This is an optimization exercise on Yosys and OpenROAD, whose aim is a short achievable clock period and few clock cycles, not a production implementation.
No activity file was given, so power comes from the tool's default toggle rates.

==> inputs of 05-04 <==
==> flow/design.v <==
package cpu_pkg;
  typedef struct packed {
    logic [3:0] opcode;
    logic [3:0] rd;
    logic [3:0] rs;
    logic [3:0] rt;
  } r_fmt_t;
  typedef struct packed {
    logic [3:0] opcode;
    logic [3:0] rd;
    logic [7:0] imm8;
  } i_fmt_t;
  typedef struct packed {
    logic [3:0] opcode;
    logic [2:0] cond;
    logic [8:0] imm9;
  } b_fmt_t;
  typedef union packed {
    r_fmt_t r_fmt;
    i_fmt_t i_fmt;
    b_fmt_t b_fmt;
  } instr_t;
  typedef struct packed {
    logic zr;
    logic ne;
    logic ov;
  } flags_t;
  typedef enum logic [2:0] {
    FUNC_ADD = 3'b000,
    FUNC_LHB = 3'b001,
    FUNC_SUB = 3'b010,
    FUNC_AND = 3'b011,
    FUNC_NOR = 3'b100,
    FUNC_SLL = 3'b101,
    FUNC_SRL = 3'b110,
    FUNC_SRA = 3'b111
  } alu_func_t;
  typedef struct packed {
    logic [3:0]  p0_addr;
    logic [3:0]  p1_addr;
    logic [3:0]  dst_addr;
    logic        re0;
    logic        re1;
    logic        we;
    alu_func_t   func;
    logic [3:0]  shamt;
    logic        src1_imm;
    logic [15:0] imm;
    logic        set_flags;
    logic        mem_rd;
    logic        mem_wr;
    logic        link;
    logic        jump_reg;
    logic        branch_taken;
    logic [15:0] branch_off;
    logic        hlt;
  } ctrl_t;
endpackage
`timescale 1ns/1ps
module cpu_top (
  input  logic            clk,
  input  logic            arst_n,
  output logic [15:0]     instr_addr,
  input  logic [15:0]     instr,
  output logic [15:0]     mem_addr,
  output logic [15:0]     mem_wdata,
  output logic            mem_we,
  input  logic [15:0]     mem_rdata,
  output logic            halted
);
  logic [15:0] pc;
  logic [15:0] rf [1:15];
  logic        x_valid;
  logic [3:0]  x_op;
  logic [3:0]  x_rd;
  logic [7:0]  x_imm;
  logic [15:0] x_a, x_b, x_c;
  logic [15:0] x_pc1;
  logic [15:0] x_mask;    
  logic        m_wen;
  logic        m_lw;
  logic [3:0]  m_rd;
  logic [15:0] m_result;
  logic        m_we;
  logic [15:0] m_addr;
  logic [15:0] m_wdata;
  logic        f_zr, f_ne, f_ov;
  logic        halt_q;
  logic [15:0] sum, diff, addr_sum, imm4_sext;
  logic        add_ov, sub_ov, addr_ov;
  logic [15:0] add_sat, sub_sat, addr_sat;
  logic [15:0] x_result;
  logic        x_wen;
  logic        x_arith, x_logic, x_set;
  logic        x_zr_n, x_ne_n, x_ov_n;
  logic        nf_zr, nf_ne, nf_ov;
  assign sum  = x_a + x_b;
  assign diff = x_a - x_b;
  assign add_ov = (x_a[15] == x_b[15]) && (sum[15] != x_a[15]);
  assign sub_ov = (x_a[15] != x_b[15]) && (diff[15] != x_a[15]);
  assign add_sat = add_ov ? (x_a[15] ? 16'h8000 : 16'h7fff) : sum;
  assign sub_sat = sub_ov ? (x_a[15] ? 16'h8000 : 16'h7fff) : diff;
  assign imm4_sext = {{12{x_imm[3]}}, x_imm[3:0]};
  assign addr_sum = x_a + imm4_sext;
  assign addr_ov  = (x_a[15] == imm4_sext[15]) && (addr_sum[15] != x_a[15]);
  assign addr_sat = addr_ov ? (x_a[15] ? 16'h8000 : 16'h7fff) : addr_sum;
  always_comb begin
    case (x_op)
      4'h0, 4'h1: x_result = add_sat;
      4'h2:       x_result = sub_sat;
      4'h3:       x_result = x_a & x_b;
      4'h4:       x_result = ~(x_a | x_b);
      4'h5:       x_result = x_a << x_imm[3:0];
      4'h6:       x_result = x_a >> x_imm[3:0];
      4'h7:       x_result = $signed(x_a) >>> x_imm[3:0];
      4'hA:       x_result = {x_imm, x_c[7:0]};
      4'hB:       x_result = {{8{x_imm[7]}}, x_imm};
      default:    x_result = x_pc1;    
    endcase
  end
  always_comb begin
    case (x_op)
      4'h0, 4'h2, 4'h3, 4'h4, 4'h5, 4'h6, 4'h7,
      4'h8, 4'hA, 4'hB, 4'hD: x_wen = 1'b1;
      4'h1:                   x_wen = f_zr;
      default:                x_wen = 1'b0;
    endcase
    x_wen = x_wen && x_valid && (x_rd != 4'd0);
  end
  assign x_arith = x_valid && ((x_op == 4'h0) || (x_op == 4'h2) || ((x_op == 4'h1) && f_zr));
  assign x_logic = x_valid && (x_op >= 4'h3) && (x_op <= 4'h7);
  assign x_set   = x_arith || x_logic;
  logic [15:0] ab_x, ab_o;
  logic        zr_add, zr_sub, zr_and, zr_nor, zr_sh, zr_fast;
  assign ab_x   = x_a ^ x_b;
  assign ab_o   = x_a | x_b;
  assign zr_add = !ab_x[0] && (ab_o[14:0] == ab_x[15:1]) && !(x_a == 16'h8000 && x_b == 16'h8000);
  assign zr_sub = (ab_x == 16'd0);
  assign zr_and = ((x_a & x_b) == 16'd0);
  assign zr_nor = (ab_o == 16'hffff);
  assign zr_sh  = ((x_a & x_mask) == 16'd0);
  always_comb begin
    case (x_op)
      4'h0, 4'h1: zr_fast = zr_add;
      4'h2:       zr_fast = zr_sub;
      4'h3:       zr_fast = zr_and;
      4'h4:       zr_fast = zr_nor;
      default:    zr_fast = zr_sh;
    endcase
  end
  assign nf_zr = x_set   ? zr_fast : f_zr;
  assign nf_ne = x_arith ? x_result[15] : f_ne;
  assign nf_ov = x_arith ? ((x_op == 4'h2) ? sub_ov : add_ov) : f_ov;
  logic [3:0]  op, rd, rs, rt;
  logic        uses_rs, uses_rt, uses_rd;
  logic        stall;
  logic [15:0] va, vb, vc;
  logic [15:0] m_val;
  logic [15:0] pc1, br_target, jal_target;
  logic        cond;
  logic [15:0] pc_next;
  assign op = instr[15:12];
  assign rd = instr[11:8];
  assign rs = instr[7:4];
  assign rt = instr[3:0];
  assign uses_rs = (op <= 4'h9) || (op == 4'hE);
  assign uses_rt = (op <= 4'h4);
  assign uses_rd = (op == 4'h9) || (op == 4'hA);
  logic stall_lw, stall_flags, stall_jr, x_quick;
  assign stall_lw = x_valid && (x_op == 4'h8) && (x_rd != 4'd0) &&
                    ((uses_rs && rs == x_rd) || (uses_rt && rt == x_rd) || (uses_rd && rd == x_rd));
  assign stall_flags = (op == 4'hC) && (instr[11:9] >= 3'd2) && (instr[11:9] <= 3'd6) && x_arith;
  assign x_quick  = (x_op == 4'hA) || (x_op == 4'hB) || (x_op == 4'hD);
  assign stall_jr = (op == 4'hE) && x_wen && (x_rd == rs) && !x_quick;
  assign stall = stall_lw || stall_flags || stall_jr;
  assign m_val = m_lw ? mem_rdata : m_result;
  function automatic logic [15:0] rd_port(input logic [3:0] a);
    if (a == 4'd0)                rd_port = 16'd0;
    else if (x_wen && x_rd == a)  rd_port = x_result;
    else if (m_wen && m_rd == a)  rd_port = m_val;
    else                          rd_port = rf[a];
  endfunction
  logic [15:0] x_qval, jr_val;
  always_comb begin
    case (x_op)
      4'hA:    x_qval = {x_imm, x_c[7:0]};
      4'hB:    x_qval = {{8{x_imm[7]}}, x_imm};
      default: x_qval = x_pc1;
    endcase
  end
  always_comb begin
    if (rs == 4'd0)                 jr_val = 16'd0;
    else if (x_wen && x_rd == rs)   jr_val = x_qval;
    else if (m_wen && m_rd == rs)   jr_val = m_val;
    else                            jr_val = rf[rs];
  end
  assign va = rd_port(rs);
  assign vb = rd_port(rt);
  assign vc = rd_port(rd);
  always_comb begin
    case (instr[11:9])
      3'd0: cond = !nf_zr;
      3'd1: cond = nf_zr;
      3'd2: cond = !(nf_zr || f_ne);
      3'd3: cond = f_ne;
      3'd4: cond = nf_zr || !f_ne;
      3'd5: cond = f_ne || nf_zr;
      3'd6: cond = f_ov;
      default: cond = 1'b1;
    endcase
  end
  assign pc1        = pc + 16'd1;
  logic [9:0]  br_lo;
  logic [12:0] jal_lo;
  logic [6:0]  br_hi0, br_hip, br_him;
  logic [3:0]  jal_hi0, jal_hip, jal_him;
  assign br_lo   = {1'b0, pc1[8:0]} + {1'b0, instr[8:0]};
  assign br_hi0  = pc1[15:9];
  assign br_hip  = pc1[15:9] + 7'd1;
  assign br_him  = pc1[15:9] - 7'd1;
  assign jal_lo  = {1'b0, pc1[11:0]} + {1'b0, instr[11:0]};
  assign jal_hi0 = pc1[15:12];
  assign jal_hip = pc1[15:12] + 4'd1;
  assign jal_him = pc1[15:12] - 4'd1;
  always_comb begin
    case ({instr[8], br_lo[9]})
      2'b01:   br_target[15:9] = br_hip;
      2'b10:   br_target[15:9] = br_him;
      default: br_target[15:9] = br_hi0;
    endcase
    br_target[8:0] = br_lo[8:0];
    case ({instr[11], jal_lo[12]})
      2'b01:   jal_target[15:12] = jal_hip;
      2'b10:   jal_target[15:12] = jal_him;
      default: jal_target[15:12] = jal_hi0;
    endcase
    jal_target[11:0] = jal_lo[11:0];
  end
  always_comb begin
    if (halt_q || stall || op == 4'hF) pc_next = pc;
    else if (op == 4'hE)               pc_next = jr_val;
    else if (op == 4'hD)               pc_next = jal_target;
    else if (op == 4'hC && cond)       pc_next = br_target;
    else                               pc_next = pc1;
  end
  assign instr_addr = pc;
  always_ff @(posedge clk or negedge arst_n) begin
    if (!arst_n) begin
      pc      <= 16'd0;
      x_valid <= 1'b0;
      x_op    <= 4'd0;
      x_rd    <= 4'd0;
      x_imm   <= 8'd0;
      x_a     <= 16'd0;
      x_b     <= 16'd0;
      x_c     <= 16'd0;
      x_pc1   <= 16'd0;
      x_mask  <= 16'd0;
      m_wen   <= 1'b0;
      m_lw    <= 1'b0;
      m_rd    <= 4'd0;
      m_result <= 16'd0;
      m_we    <= 1'b0;
      m_addr  <= 16'd0;
      m_wdata <= 16'd0;
      f_zr    <= 1'b0;
      f_ne    <= 1'b0;
      f_ov    <= 1'b0;
      halt_q  <= 1'b0;
    end else begin
      pc <= pc_next;
      x_valid <= !(halt_q || stall);
      x_op    <= op;
      x_rd    <= (op == 4'hD) ? 4'd15 : rd;
      x_imm   <= instr[7:0];
      x_a     <= va;
      x_b     <= vb;
      x_c     <= vc;
      x_pc1   <= pc1;
      x_mask  <= (op == 4'h5) ? (16'hffff >> instr[3:0]) : (16'hffff << instr[3:0]);
      m_wen    <= x_wen;
      m_lw     <= x_valid && (x_op == 4'h8);
      m_rd     <= x_rd;
      m_result <= x_result;
      m_we     <= x_valid && (x_op == 4'h9) && !halt_q;
      m_addr   <= addr_sat;
      m_wdata  <= x_c;
      f_zr <= nf_zr;
      f_ne <= nf_ne;
      f_ov <= nf_ov;
      if (x_valid && x_op == 4'hF) halt_q <= 1'b1;
    end
  end
  always_ff @(posedge clk or negedge arst_n) begin
    if (!arst_n) begin
      for (int i = 1; i < 16; i++) rf[i] <= 16'd0;
    end else if (m_wen) begin
      rf[m_rd] <= m_val;
    end
  end
  assign mem_addr  = m_addr;
  assign mem_wdata = m_wdata;
  assign mem_we    = m_we;
  assign halted    = halt_q;
endmodule
==> flow/flow/run.sh <==
#!/bin/bash
set -euo pipefail
bash standard.sh SETUP_SLACK_MARGIN=8.5 finish > standard_flow.log 2>&1
==> flow/standard.sh <==
#!/bin/bash
# synth_recipe.tcl (not shown) runs the flow's synth.tcl, then flattens the netlist and writes it again
# the make line also repeats each setting of config.mk as NAME=value (left out here)
make -C /OpenROAD-flow-scripts/flow DESIGN_CONFIG=/design/flow/config.mk WORK_HOME=/design/flow/orfs CLKGATE_MAP_FILE= SYNTH_SCRIPT=/design/flow/synth_recipe.tcl "${@:-finish}"
==> flow/config.mk <==
export PLATFORM = sky130hd
export DESIGN_NAME = cpu_top
export DESIGN_NICKNAME = cpu_top
export VERILOG_FILES = /design/flow/design.v
export SDC_FILE = /design/flow/constraint.sdc
export NUM_CORES = 4
export LEC_CHECK = 0
export ABC_CLOCK_PERIOD_IN_PS = 3000
export CAP_MARGIN = 20
export CORE_MARGIN = 2
export CORE_UTILIZATION = 40
export SETUP_SLACK_MARGIN = 5.0
export SLEW_MARGIN = 20
==> flow/constraint.sdc <==
create_clock -name core_clock -period 12.0 [get_ports {clk}]
set_input_delay 2.4000 -clock core_clock [delete_from_list [all_inputs] [get_ports {clk}]]
set_output_delay 2.4000 -clock core_clock [all_outputs]
set_load 0.01 [all_outputs]
==> 01-06: changes against 05-04 <==
==> flow/run.sh (new file) <==
#!/bin/bash
# synth_recipe.tcl (not shown) runs the flow's synth.tcl, then flattens the netlist and writes it again
# the make line also repeats each setting of config.mk as NAME=value (left out here)
make -C /OpenROAD-flow-scripts/flow DESIGN_CONFIG=/design/flow/config.mk WORK_HOME=/design/flow/orfs CLKGATE_MAP_FILE= SYNTH_SCRIPT=/design/flow/synth_recipe.tcl finish
removed: flow/flow/run.sh
removed: flow/standard.sh
==> comparison table <==
quantity                                                                      01-06     05-04
Worst reg2reg path depth                                                         20        19
Fraction of power spent switching nets                                        45.0%     45.4%
Vias in the first global route                                                26.9k     28.1k
Slowest-stage cell, CP                                              clkdlybuf4s50_1      fa_2
Source-to-sink clock delay at the later pin of the worst-skew pair          0.62 ns   0.61 ns
Met2 usage                                                                    58.2%     60.6%
Global-route usage over all layers                                            37.6%     39.5%
Outcome                                            no timing/DRC/antenna violations  no timing/DRC/antenna violations
Worst rel slew slack                                                          18.0%     27.6%
Clk power                                                                   1.65 mW   1.52 mW
NetSw                                                                       3.36 mW   3.78 mW
Final-layout clock-cell area share                                            5.77%     4.60%
Smallest hold slack                                                        0.347 ns  0.345 ns
Half-perimeter wire length of the detailed placement result                86900 um  85900 um
No functional check of the RTL was part of any run of this note.

port drivers added, routing unchanged:
The results above use ideal ports. As a check the final layouts listed here were re-extracted and re-timed, cells and wires unchanged. Step 1, drivers: a clkbuf_16 drives clk and a buf_2 each remaining input, both assumed. Step 2, shift: input delay + t, output delay - t, t = (earliest + latest rising clock arrival at the registers) / 2. This alone moves slack from input paths to output paths. Three values: ideal ports, drivers, drivers and shift; two values: the first two.
run	shift t [ns]	slack for setup (ns)	worst setup path after step 2	worst slew at a driven data input, ns
05-04	0.671	6.723 / 6.753 / 6.081	input to register	0.06
01-06	0.667	5.374 / 5.408 / 4.741	input to register	0.05
After both steps setup and hold are still met in every run listed. For 05-04, which loses most, drivers alone change the setup slack by +0.030 ns; drivers and shift together by -0.642 ns.
